Source: an optimization exercise on an open RTL-to-GDS flow (aim: small area and a short achievable clock period). Production flows keep margins and buffers that such runs may drop. Where RTL was checked, it was by simulation tests only, not by an equivalence proof against the original. Power is estimated from default activity; no workload was simulated.

== exp/maple ==
// conv_output_stream
module conv_output_stream #(
   parameter int LANES      = 8,
   parameter int DIM_W      = 16,
   parameter int FIFO_DEPTH = 16
) (
   input  logic                    clk,
   input  logic                    reset,
   input  logic                    start,
   input  logic [DIM_W-1:0]        In_Channel,
   input  logic [DIM_W-1:0]        Matrix_Col,
   input  logic [DIM_W-1:0]        Matrix_Row,
   input  logic [LANE_W*LANES-1:0] sData,
   input  logic                    sValid,
   output logic                    sReady,
   output logic [LANE_W*LANES-1:0] mData_payload,
   output logic                    mData_valid,
   input  logic                    mData_ready,
   output logic                    mData_last,
   output logic                    mData_rowEnd,
   output logic                    layer_done
);
Size: ~2600 cells after synthesis, about 1200 flip-flops, roughly 44000 µm² of cells after synthesis.
Settings: LEC_CHECK=0, CAP_MARGIN=20, CORE_MARGIN=2, CORE_UTILIZATION=65, SETUP_SLACK_MARGIN=2.5, SLEW_MARGIN=20; clock period 5.0 ns.
standard.sh (not shown) runs the stock make flow with config.mk's settings and CLKGATE_MAP_FILE= SYNTH_SCRIPT=/design/flow/synth_recipe.tcl, a recipe that flattens the netlist after the stock synthesis.
==> flow/flow/run.sh <==
#!/bin/bash
# Standard ORFS layout, except that the port buffers are plain buf_2 cells instead
# of the delay cell buffer_ports picks by default.
set -euo pipefail
bash standard.sh synth > synth.log 2>&1
bash standard.sh "BUFFER_PORTS_ARGS=-buffer_cell sky130_fd_sc_hd__buf_2" finish > layout.log 2>&1
exp/maple finished every step from synthesis to the final layout, and the layout passed the timing, design-rule and antenna checks.
The following lists how exp/tundra was set up differently from exp/maple:
# exp/maple
export LEC_CHECK = 0
export CAP_MARGIN = 20
export CORE_MARGIN = 2
export CORE_UTILIZATION = 65
export SETUP_SLACK_MARGIN = 2.5
export SLEW_MARGIN = 20
create_clock -name core_clock -period 5.0 [get_ports {clk}]
# exp/tundra
export LEC_CHECK = 0
export CAP_MARGIN = 20
export CORE_MARGIN = 2
export CORE_UTILIZATION = 45
export SETUP_SLACK_MARGIN = 2.5
export SLEW_MARGIN = 20
create_clock -name core_clock -period 5.0 [get_ports {clk}]
### Flow results
- The capturing instance or port of the critical path comes out u_fifo.head_q[52] in one run and u_fifo.head_q[39] in the other, namely in exp/tundra and exp/maple respectively.
- Cmp exp/maple and exp/tundra / clock network latency to the later pin of the worst-skew pair / higher: exp/tundra
- Taking exp/maple as the reference, in exp/tundra post-layout utilization of the core shrank by 23 points; fraction of area in clock buffers and inverters held steady.
- Routed length per placed instance went down by a few percent going from exp/maple to exp/tundra.
- exp/tundra: routed wire length about 5% above exp/maple
- Relative to exp/maple, the count of clock-buffer cells in the layout measured on exp/tundra has increased by a few percent.
- Changes observed in exp/tundra relative to exp/maple: global-route met1 utilization went down 15 points, hold slack went down 20 ps, final cycle utilization of the critical path held.
- On total global routing track utilization: exp/tundra sits below exp/maple.
Modified inputs, exp/violet compared to exp/tundra
# exp/tundra
export LEC_CHECK = 0
export CAP_MARGIN = 20
export CORE_MARGIN = 2
export CORE_UTILIZATION = 45
export SETUP_SLACK_MARGIN = 2.5
export SLEW_MARGIN = 20
create_clock -name core_clock -period 5.0 [get_ports {clk}]
# exp/violet
export LEC_CHECK = 0
export CAP_MARGIN = 20
export CORE_MARGIN = 2
export CORE_UTILIZATION = 65
export SETUP_SLACK_MARGIN = 3.0
export SLEW_MARGIN = 20
create_clock -name core_clock -period 5.0 [get_ports {clk}]
Notes after the runs:
- Diff exp/tundra -> exp/violet: initial core utilization picked up an extra 21 points; register-to-register slack shows an increase of 290 ps.
- Going from exp/tundra to exp/violet, cell count after placement shrank by more than 10%.
- | via count | exp/violet vs exp/tundra | 1273 higher |
- Footprint of the flip-flops and latches: exp/violet vs exp/tundra, no meaningful difference
- exp/violet vs exp/tundra: clock power share down in exp/violet
Relative to exp/violet, the following input files were edited for exp/garnet:
# exp/violet
export LEC_CHECK = 0
export CAP_MARGIN = 20
export CORE_MARGIN = 2
export CORE_UTILIZATION = 65
export SETUP_SLACK_MARGIN = 3.0
export SLEW_MARGIN = 20
create_clock -name core_clock -period 5.0 [get_ports {clk}]
# exp/garnet
export LEC_CHECK = 0
export CAP_MARGIN = 20
export CORE_MARGIN = 2
export CORE_UTILIZATION = 65
export CTS_CLUSTER_DIAMETER = 100
export CTS_CLUSTER_SIZE = 30
export SETUP_SLACK_MARGIN = 3.0
export SLEW_MARGIN = 20
create_clock -name core_clock -period 5.0 [get_ports {clk}]
Notes after the runs:
Relative to exp/violet, the number of clock buffers in the layout measured on exp/garnet has decreased by more than half.
The lower global-route wire length before repair came out of exp/garnet.
exp/violet → exp/garnet: total power shrank by 20%; depth of the worst register-to-register path shrank by 2.
No functional check of the RTL was part of any run of this note.

conv_output_stream, a different RTL version from the one above (not shown whole).
Size in the first run: ~4000 cells after synthesis, roughly 190 I/O pins, about 44000 um^2 of cells after synthesis.
==> flow/design.v (excerpt) <==
module conv_output_stream #(
   parameter int LANES      = 8,
   parameter int DIM_W      = 16,
   parameter int FIFO_DEPTH = 16
) (
   input  logic                    clk,
   input  logic                    reset,
   input  logic                    start,
   input  logic [DIM_W-1:0]        In_Channel,
   input  logic [DIM_W-1:0]        Matrix_Col,
   input  logic [DIM_W-1:0]        Matrix_Row,
   input  logic [LANE_W*LANES-1:0] sData,
   input  logic                    sValid,
   output logic                    sReady,
   output logic [LANE_W*LANES-1:0] mData_payload,
   output logic                    mData_valid,
   input  logic                    mData_ready,
   output logic                    mData_last,
   output logic                    mData_rowEnd,
   output logic                    layer_done
);
   localparam int DATA_W = LANE_W * LANES;
   localparam int FIFO_W = DATA_W + 1;
   localparam int CNT_W  = $clog2(FIFO_DEPTH) + 1;
   localparam int LW     = $clog2(LANES);
   localparam int GRP_W  = DIM_W - LW;
   logic              idle_q, run_q, drain_q;
   logic              sReady_q, last_q, layerDone_q;
   logic [GRP_W-1:0]  grpCnt_q, grpInit_q;
   logic              remZero_q;
   logic [DIM_W-1:0]  colCnt_q, colInit_q;
   logic [DIM_W-1:0]  rowCnt_q;
   logic              lastGroup_q, lastCol_q, lastRow_q;
   logic              grpOne_q, colOne_q;
   logic [LANES-1:0]  keepLast_q;
   logic              accept;
   logic              runEnd;
   logic              dimZero;
   logic              take;
   logic              beatRowEnd;
   logic [DATA_W-1:0] beatData;
   logic              idle_d, run_d, drain_d;
   logic              lastGroup_d;
   logic              inGrpOne, inColOne, inRowOne;
   logic [LANES-1:0]  inKeepLast;
   logic              grpNextLast, colNextLast, rowNextLast;
   logic              fifoValid, fifoEmpty, fifoOne_d, fifoFull_d;
   logic              stall_q;
  ...
export LEC_CHECK = 0
export CAP_MARGIN = 20
export CORE_MARGIN = 2
export CORE_UTILIZATION = 65
export CTS_CLUSTER_DIAMETER = 90
export CTS_CLUSTER_SIZE = 24
export SETUP_SLACK_MARGIN = 3.0
export SLEW_MARGIN = 20
create_clock -name core_clock -period 5.0 [get_ports {clk}]
==> flow/flow/run.sh <==
#!/bin/bash
# Standard ORFS layout, except that the port buffers are plain buf_2 cells instead
# of the delay cell buffer_ports picks by default, and the resizer may change a
# cell's footprint when it sizes it.
set -euo pipefail
bash standard.sh synth > synth.log 2>&1
bash standard.sh "BUFFER_PORTS_ARGS=-buffer_cell sky130_fd_sc_hd__buf_2" MATCH_CELL_FOOTPRINT=0 finish > layout.log 2>&1
The starting point went through all stages and came out clean.
Then changed:
- TNS_END_PERCENT: default -> 30
The new run produced a clean layout.
Sequential power is about the same.
Wire length decreases slightly.
Via count decreases slightly.
Sequential share of layout area increases by 0.14 points.
Non-clock buffer count decreases by 17.
Cell area stays flat.
Setup slack gets worse by 0.012 ns.
Register-to-register slack gets worse by 0.06 ns.
Function was not checked in any run of this note: the RTL went through the layout flow alone.

conv_output_stream, a different RTL version from the one above (not shown whole).
Size: roughly 2500 cells after synthesis, about 1200 flip-flops, ~44000 um^2 of cells after synthesis.
clock: 5.0 ns
lec_check: 0
cap_margin: 20
core_margin: 2
core_utilization: 45
slew_margin: 20
run.sh (not shown) runs the stock make flow with config.mk's settings and CLKGATE_MAP_FILE= SYNTH_SCRIPT=/design/flow/synth_recipe.tcl, a recipe that flattens the netlist after the stock synthesis.
Stock flow here: none of the scripts above is used.
Edit:
--- a/flow/config.mk
+++ b/flow/config.mk
@@ -10,0 +11 @@
+export SETUP_SLACK_MARGIN = 2.5
Critical path depth went up by 1.
Clock skew falls by 0.0034 ns.
Final area hardly moves.
Setup slack improves by 0.19 ns.
Core utilization is about the same.
Sequential share of layout area is about the same.
Area after synthesis does not change.
Power went down by 0.43%.
Wire length increases by 1.2%.
No functional check of the RTL was part of any run of this note.

Setup of red:
The RTL this note starts from:
==> flow/design.v <==
package conv_pkg;
   localparam int LANE_W = 8;
   typedef enum logic [1:0] {
      IDLE  = 2'd0,
      RUN   = 2'd1,
      DRAIN = 2'd2
   } state_e;
   function automatic logic [31:0] ceil_div(input logic [31:0] num, input logic [31:0] den);
      ceil_div = (num + den - 32'd1) / den;
   endfunction
endpackage
module conv_out_fifo #(
   parameter int WIDTH = 65,
   parameter int DEPTH = 16,
   localparam int SD   = DEPTH - 1
) (
   input  logic             clk,
   input  logic             reset,
   input  logic             push_i,      
   input  logic [WIDTH-1:0] wrData_i,
   input  logic             ready_i,     
   output logic [WIDTH-1:0] rdData_o,
   output logic             valid_o,     
   output logic             empty_o,     
   output logic             one_d_o,     
   output logic             full_d_o     
);
   logic [SD-1:0][WIDTH-1:0] mem_q;
   logic [WIDTH-1:0] head_q;
   logic             headTakesMem, headHold;
   logic [SD-1:0]    wrOH_q, rdOH_q, wrOH_d, we_q, hold_q;
   logic             valid_q, empty_q, one_q, notFull_q;
   logic             eq2, eq15;
   logic             pop;
   logic             headTakesIn;
   logic             empty_d, one_d, full_d;
   logic [WIDTH-1:0] memRd;
   assign pop = ready_i && !empty_q;
   assign eq2  = |(wrOH_q & {rdOH_q[SD-2:0], rdOH_q[SD-1]});
   assign eq15 = |(rdOH_q & {wrOH_q[SD-2:0], wrOH_q[SD-1]});
   assign headTakesIn = empty_q || (one_q && ready_i);
   assign empty_d = (empty_q && !push_i) || (one_q && pop && !push_i);
   assign one_d   = (empty_q && push_i) || (one_q && (push_i == pop)) ||
                    (eq2 && pop && !push_i);
   assign full_d  = (!notFull_q && !pop) || (eq15 && push_i && !pop);
   assign wrOH_d = (push_i && !headTakesIn) ? {wrOH_q[SD-2:0], wrOH_q[SD-1]} : wrOH_q;
   always_ff @(posedge clk or negedge reset) begin
      if (!reset) begin
         wrOH_q    <= SD'(1);
         we_q      <= SD'(1);
         hold_q    <= ~SD'(1);
         rdOH_q    <= SD'(1);
         valid_q   <= 1'b0;
         empty_q   <= 1'b1;
         one_q     <= 1'b0;
         notFull_q <= 1'b1;
      end else begin
         wrOH_q    <= wrOH_d;
         we_q      <= full_d ? '0 : wrOH_d;
         hold_q    <= full_d ? '1 : ~wrOH_d;
         if (pop && !one_q) rdOH_q <= {rdOH_q[SD-2:0], rdOH_q[SD-1]};
         valid_q   <= !empty_d;
         empty_q   <= empty_d;
         one_q     <= one_d;
         notFull_q <= !full_d;
      end
   end
   always_comb begin
      memRd = '0;
      for (int i = 0; i < SD; i++) memRd = memRd | (mem_q[i] & {WIDTH{rdOH_q[i]}});
   end
   assign headTakesMem = !headTakesIn && ready_i;
   assign headHold     = !headTakesIn && !ready_i;
   always_ff @(posedge clk) begin
      for (int i = 0; i < SD; i++)
         mem_q[i] <= (mem_q[i] & {WIDTH{hold_q[i]}}) | (wrData_i & {WIDTH{we_q[i]}});
      head_q <= (head_q & {WIDTH{headHold}}) | (wrData_i & {WIDTH{headTakesIn}}) |
                (memRd & {WIDTH{headTakesMem}});
   end
   assign rdData_o = head_q;
   assign valid_o  = valid_q;
   assign empty_o  = empty_q;
   assign one_d_o  = one_d;
   assign full_d_o = full_d;
endmodule
import conv_pkg::*;
module conv_output_stream #(
   parameter int LANES      = 8,
   parameter int DIM_W      = 16,
   parameter int FIFO_DEPTH = 16
) (
   input  logic                    clk,
   input  logic                    reset,
   input  logic                    start,
   input  logic [DIM_W-1:0]        In_Channel,
   input  logic [DIM_W-1:0]        Matrix_Col,
   input  logic [DIM_W-1:0]        Matrix_Row,
   input  logic [LANE_W*LANES-1:0] sData,
   input  logic                    sValid,
   output logic                    sReady,
   output logic [LANE_W*LANES-1:0] mData_payload,
   output logic                    mData_valid,
   input  logic                    mData_ready,
   output logic                    mData_last,
   output logic                    mData_rowEnd,
   output logic                    layer_done
);
   localparam int DATA_W = LANE_W * LANES;
   localparam int FIFO_W = DATA_W + 1;
   localparam int CNT_W  = $clog2(FIFO_DEPTH) + 1;
   localparam int LW     = $clog2(LANES);
   localparam int GRP_W  = DIM_W - LW;
   logic              idle_q, run_q, drain_q;
   logic              sReady_q, last_q, layerDone_q;
   logic [GRP_W-1:0]  grpCnt_q, grpInit_q;
   logic              remZero_q;
   logic [DIM_W-1:0]  colCnt_q, colInit_q;
   logic [DIM_W-1:0]  rowCnt_q;
   logic              lastGroup_q, lastCol_q, lastRow_q;
   logic              grpOne_q, colOne_q;
   logic [LANES-1:0]  keepLast_q;
   logic              accept;
   logic              runEnd;
   logic              dimZero;
   logic              take;
   logic              beatRowEnd;
   logic [DATA_W-1:0] beatData;
   logic              idle_d, run_d, drain_d;
   logic              lastGroup_d;
   logic              inGrpOne, inColOne, inRowOne;
   logic [LANES-1:0]  inKeepLast;
   logic              grpNextLast, colNextLast, rowNextLast;
   logic [GRP_W-1:0]  grpAcc;
   logic [DIM_W-1:0]  colAcc, rowAcc;
   logic              lastColAcc, lastRowAcc;
   logic              busy, hold;
   logic              fifoValid, fifoEmpty, fifoOne_d, fifoFull_d;
   logic              stall_q;
   logic [FIFO_W-1:0] fifoRdData;
   assign sReady     = sReady_q;
   assign accept     = sValid && !stall_q;
   assign beatRowEnd = lastGroup_q && lastCol_q;
   assign runEnd     = accept && lastGroup_q && lastCol_q && lastRow_q;
   assign dimZero    = (In_Channel == '0) || (Matrix_Col == '0) || (Matrix_Row == '0);
   assign take       = start && !dimZero;
   assign layer_done = layerDone_q;
   assign mData_last = last_q;
   assign idle_d  = idle_q ? !take : (drain_q && fifoEmpty);
   assign run_d   = run_q ? !runEnd : (idle_q && take);
   assign drain_d = drain_q ? !fifoEmpty : (run_q && runEnd);
   assign inGrpOne = (In_Channel[DIM_W-1:LW] == '0) || (In_Channel == DIM_W'(LANES));
   assign inColOne = (Matrix_Col == DIM_W'(1));
   assign inRowOne = (Matrix_Row == DIM_W'(1));
   always_comb begin
      for (int i = 0; i < LANES; i++)
         inKeepLast[i] = (In_Channel[LW-1:0] == '0) || (In_Channel[LW-1:0] > LW'(i));
   end
   assign grpNextLast = remZero_q ? (grpCnt_q == GRP_W'(2)) : (grpCnt_q == GRP_W'(1));
   assign colNextLast = (colCnt_q == DIM_W'(2));
   assign rowNextLast = (rowCnt_q == DIM_W'(2));
   assign lastGroup_d = lastGroup_q ? grpOne_q : grpNextLast;
   always_ff @(posedge clk or negedge reset) begin
      if (!reset) begin
         idle_q      <= 1'b1;
         run_q       <= 1'b0;
         drain_q     <= 1'b0;
         sReady_q    <= 1'b0;
         stall_q     <= 1'b1;
         layerDone_q <= 1'b0;
      end else begin
         idle_q      <= idle_d;
         run_q       <= run_d;
         drain_q     <= drain_d;
         sReady_q    <= run_d && !fifoFull_d;
         stall_q     <= !run_d || fifoFull_d;
         layerDone_q <= (idle_q && start && dimZero) || (drain_q && fifoEmpty);
      end
   end
   always_ff @(posedge clk) last_q <= drain_d && fifoOne_d;
   always_comb begin
      grpAcc       = lastGroup_q ? grpInit_q : grpCnt_q - GRP_W'(1);
      colAcc       = colCnt_q;
      lastColAcc   = lastCol_q;
      rowAcc       = rowCnt_q;
      lastRowAcc   = lastRow_q;
      if (lastGroup_q) begin
         colAcc     = lastCol_q ? colInit_q : colCnt_q - DIM_W'(1);
         lastColAcc = lastCol_q ? colOne_q : colNextLast;
         if (lastCol_q) begin
            rowAcc     = rowCnt_q - DIM_W'(1);
            lastRowAcc = rowNextLast;
         end
      end
   end
   assign busy = run_q || drain_q;
   assign hold = busy && !accept;
   always_ff @(posedge clk) begin
      grpCnt_q    <= (In_Channel[DIM_W-1:LW] & {GRP_W{idle_q}}) | (grpAcc & {GRP_W{accept}}) |
                     (grpCnt_q & {GRP_W{hold}});
      colCnt_q    <= (Matrix_Col & {DIM_W{idle_q}}) | (colAcc & {DIM_W{accept}}) |
                     (colCnt_q & {DIM_W{hold}});
      rowCnt_q    <= (Matrix_Row & {DIM_W{idle_q}}) | (rowAcc & {DIM_W{accept}}) |
                     (rowCnt_q & {DIM_W{hold}});
      lastGroup_q <= (inGrpOne && idle_q) || (lastGroup_d && accept) || (lastGroup_q && hold);
      lastCol_q   <= (inColOne && idle_q) || (lastColAcc && accept) || (lastCol_q && hold);
      lastRow_q   <= (inRowOne && idle_q) || (lastRowAcc && accept) || (lastRow_q && hold);
      grpInit_q   <= (In_Channel[DIM_W-1:LW] & {GRP_W{idle_q}}) | (grpInit_q & {GRP_W{busy}});
      colInit_q   <= (Matrix_Col & {DIM_W{idle_q}}) | (colInit_q & {DIM_W{busy}});
      remZero_q   <= ((In_Channel[LW-1:0] == '0) && idle_q) || (remZero_q && busy);
      grpOne_q    <= (inGrpOne && idle_q) || (grpOne_q && busy);
      colOne_q    <= (inColOne && idle_q) || (colOne_q && busy);
      keepLast_q  <= (inKeepLast & {LANES{idle_q}}) | (keepLast_q & {LANES{busy}});
   end
   always_comb begin
      for (int i = 0; i < LANES; i++) begin
         beatData[i*LANE_W +: LANE_W] = (keepLast_q[i] || !lastGroup_q) ?
                                        sData[i*LANE_W +: LANE_W] : '0;
      end
   end
   conv_out_fifo #(
      .WIDTH (FIFO_W),
      .DEPTH (FIFO_DEPTH)
   ) u_fifo (
      .clk       (clk),
      .reset     (reset),
      .push_i    (accept),
      .wrData_i  ({beatRowEnd, beatData}),
      .ready_i   (mData_ready),
      .rdData_o  (fifoRdData),
      .valid_o   (fifoValid),
      .empty_o   (fifoEmpty),
      .one_d_o   (fifoOne_d),
      .full_d_o  (fifoFull_d)
   );
   assign mData_valid = fifoValid;
   assign {mData_rowEnd, mData_payload} = fifoRdData;
endmodule
Settings: LEC_CHECK=0, CAP_MARGIN=20, CORE_MARGIN=2, CORE_UTILIZATION=78, CTS_CLUSTER_DIAMETER=90, CTS_CLUSTER_SIZE=24, SETUP_SLACK_MARGIN=3.0, SLEW_MARGIN=20; clock period 5.0 ns.
standard.sh (not shown) runs the stock make flow with config.mk's settings and CLKGATE_MAP_FILE= SYNTH_SCRIPT=/design/flow/synth_recipe.tcl, a recipe that flattens the netlist after the stock synthesis.
==> flow/flow/run.sh <==
#!/bin/bash
# Standard ORFS layout, except that:
#  - the port buffers are plain buf_2 cells instead of the delay cell buffer_ports
#    picks by default;
#  - the resizer may change a cell's footprint when it sizes it;
#  - clock tree synthesis uses a finer H-tree wire unit (shorter insertion delay).
set -euo pipefail
bash standard.sh synth > synth.log 2>&1
bash standard.sh "BUFFER_PORTS_ARGS=-buffer_cell sky130_fd_sc_hd__buf_2" MATCH_CELL_FOOTPRINT=0 \
  "CTS_ARGS=-sink_clustering_enable -repair_clock_nets -sink_clustering_size 24 -sink_clustering_max_diameter 90 -wire_unit 5" \
  finish > layout.log 2>&1
Changes in blue relative to red:
- CORE_UTILIZATION now 55, was 78
### Flow results
Number of cell instances on the worst register-to-register path ended up 3 lower on blue than on red.
Summary: with red as the reference, first-pass GRT wire length in blue moved up by a few percent.
Comparing red with blue, the fraction of final layout cells with drive strength greater than 1 came out essentially unchanged.
red -> blue: cell count after synthesis delta 0, exact match
In the reports for red and blue, the smaller fraction of area in multi-input gates belongs to blue.
Relative to red, area growth from synthesis to layout has gone up in blue.
Looking at maximum clock rate, blue sits 47 MHz above red.
Where remaining max-slew budget at the tightest pin is concerned, red is better than blue.
Clock period minus final worst setup slack down 250 ps in blue wrt red
Relative to red, the portion of the layout cell area used by non-clock buffers of blue is lower by 0.21 points.
Input-level comparison between green and blue:
- changing CORE_UTILIZATION from 55 to 65
==> flow/flow/run.sh <==
#!/bin/bash
# Standard ORFS layout, except that the port buffers are plain buf_2 cells instead
# of the delay cell buffer_ports picks by default, and the resizer may change a
# cell's footprint when it sizes it.
set -euo pipefail
bash standard.sh synth > synth.log 2>&1
bash standard.sh "BUFFER_PORTS_ARGS=-buffer_cell sky130_fd_sc_hd__buf_2" MATCH_CELL_FOOTPRINT=0 finish > layout.log 2>&1
Results
met2 track utilization from global routing was lower in the run labelled blue.
green -> blue: sequential standard cell area flat
| headroom to the max-slew limit | higher: blue |
For the share of total power in the clock network, green came in 0.6 points lower than blue did.
blue → green: number of filler cells placed in the layout shrank by 1698, die area moved down, core utilization grew by 11 points.
green ends up with a clock-buffer cell count that is 6.2% higher than in blue.
Compared with blue, green shows a lower worst setup slack.
First element of the critical path = sReady_q: blue; first element of the critical path = u_fifo.valid_q: green
Inputs modified between green and orange:
- SETUP_SLACK_MARGIN now 2.9, was 3.0
==> flow/flow/run.sh <==
#!/bin/bash
# Standard ORFS layout, except that:
#  - the port buffers are plain buf_2 cells instead of the delay cell buffer_ports
#    picks by default;
#  - the resizer may change a cell's footprint when it sizes it;
#  - clock tree synthesis uses a finer H-tree wire unit (shorter insertion delay).
set -euo pipefail
bash standard.sh synth > synth.log 2>&1
bash standard.sh "BUFFER_PORTS_ARGS=-buffer_cell sky130_fd_sc_hd__buf_2" MATCH_CELL_FOOTPRINT=0 \
  "CTS_ARGS=-sink_clustering_enable -repair_clock_nets -sink_clustering_size 24 -sink_clustering_max_diameter 90 -wire_unit 5" \
  finish > layout.log 2>&1
==> summary.txt <==
Re per-cell via count in the routed design: green was lower than orange.
Number of sinks on the clock net came out exactly the same in orange and green.
What green reported for combinational power has to be multiplied by 0.934 to get the figure for orange.
Across both runs, clock share of power was higher for orange than for green.
Taking green as the reference, in orange first-pass GRT wire length decreased about 2.2%, relative contribution of combinational cells to total power decreased 0.8 points, worst slew margin relative to its limit decreased 3.7 points, met3 demand-to-capacity share in global routing decreased 2.6 points.

afterwards: timing with drivers on the ports:
Ports are ideal in the flow. The routed layouts listed here were re-timed in OpenROAD. Step 1: set_driving_cell puts a clkbuf_16 on clk and a buf_2 on each other input, an assumption about the parent block. Step 2, shift: input delay + t, output delay - t, t = (earliest + latest rising clock arrival at the registers) / 2. This alone moves slack from input paths to output paths. a / b / c = ideal / step 1 / step 2; a / b = the first two.
| run | t, ns | slack for setup (ns) | hold slack, ns | clock arrival spread, ns |
|---|---|---|---|---|
| exp/maple | 0.726 | 2.562 / 2.537 / 1.914 | 0.476 / 0.434 / 0.482 | 0.031 / 0.030 |
| exp/tundra | 0.757 | 2.561 / 2.507 / 1.981 | 0.456 / 0.424 / 0.456 | 0.044 / 0.044 |
| exp/violet | 0.755 | 2.648 / 2.580 / 2.211 | 0.467 / 0.431 / 0.467 | 0.032 / 0.032 |
| exp/garnet | 0.704 | 2.658 / 2.591 / 2.180 | 0.478 / 0.463 / 0.478 | 0.025 / 0.025 |
| the first run of note 2 | 0.728 | 2.798 / 2.728 / 2.260 | 0.393 / 0.364 / 0.481 | 0.029 / 0.029 |
| the second run of note 2 | 0.728 | 2.785 / 2.715 / 2.299 | 0.415 / 0.384 / 0.480 | 0.043 / 0.043 |
| the first run of note 3 | 0.754 | 2.104 / 2.035 / 1.499 | 0.316 / 0.307 / 0.495 | 0.069 / 0.069 |
| the second run of note 3 | 0.752 | 2.294 / 2.294 / 1.934 | 0.303 / 0.298 / 0.499 | 0.065 / 0.065 |
| red | 0.679 | 2.555 / 2.555 / 2.278 | 0.438 / 0.438 / 0.438 | 0.022 / 0.022 |
| blue | 0.692 | 2.809 / 2.740 / 2.272 | 0.450 / 0.450 / 0.450 | 0.047 / 0.046 |
| green | 0.730 | 2.793 / 2.728 / 2.278 | 0.404 / 0.366 / 0.455 | 0.036 / 0.037 |
| orange | 0.700 | 2.833 / 2.762 / 2.174 | 0.437 / 0.437 / 0.437 | 0.037 / 0.036 |
After both steps every run listed still meets setup and hold. The setup slack of orange, which loses most, moves by -0.071 ns with the drivers and by -0.659 ns with both steps.
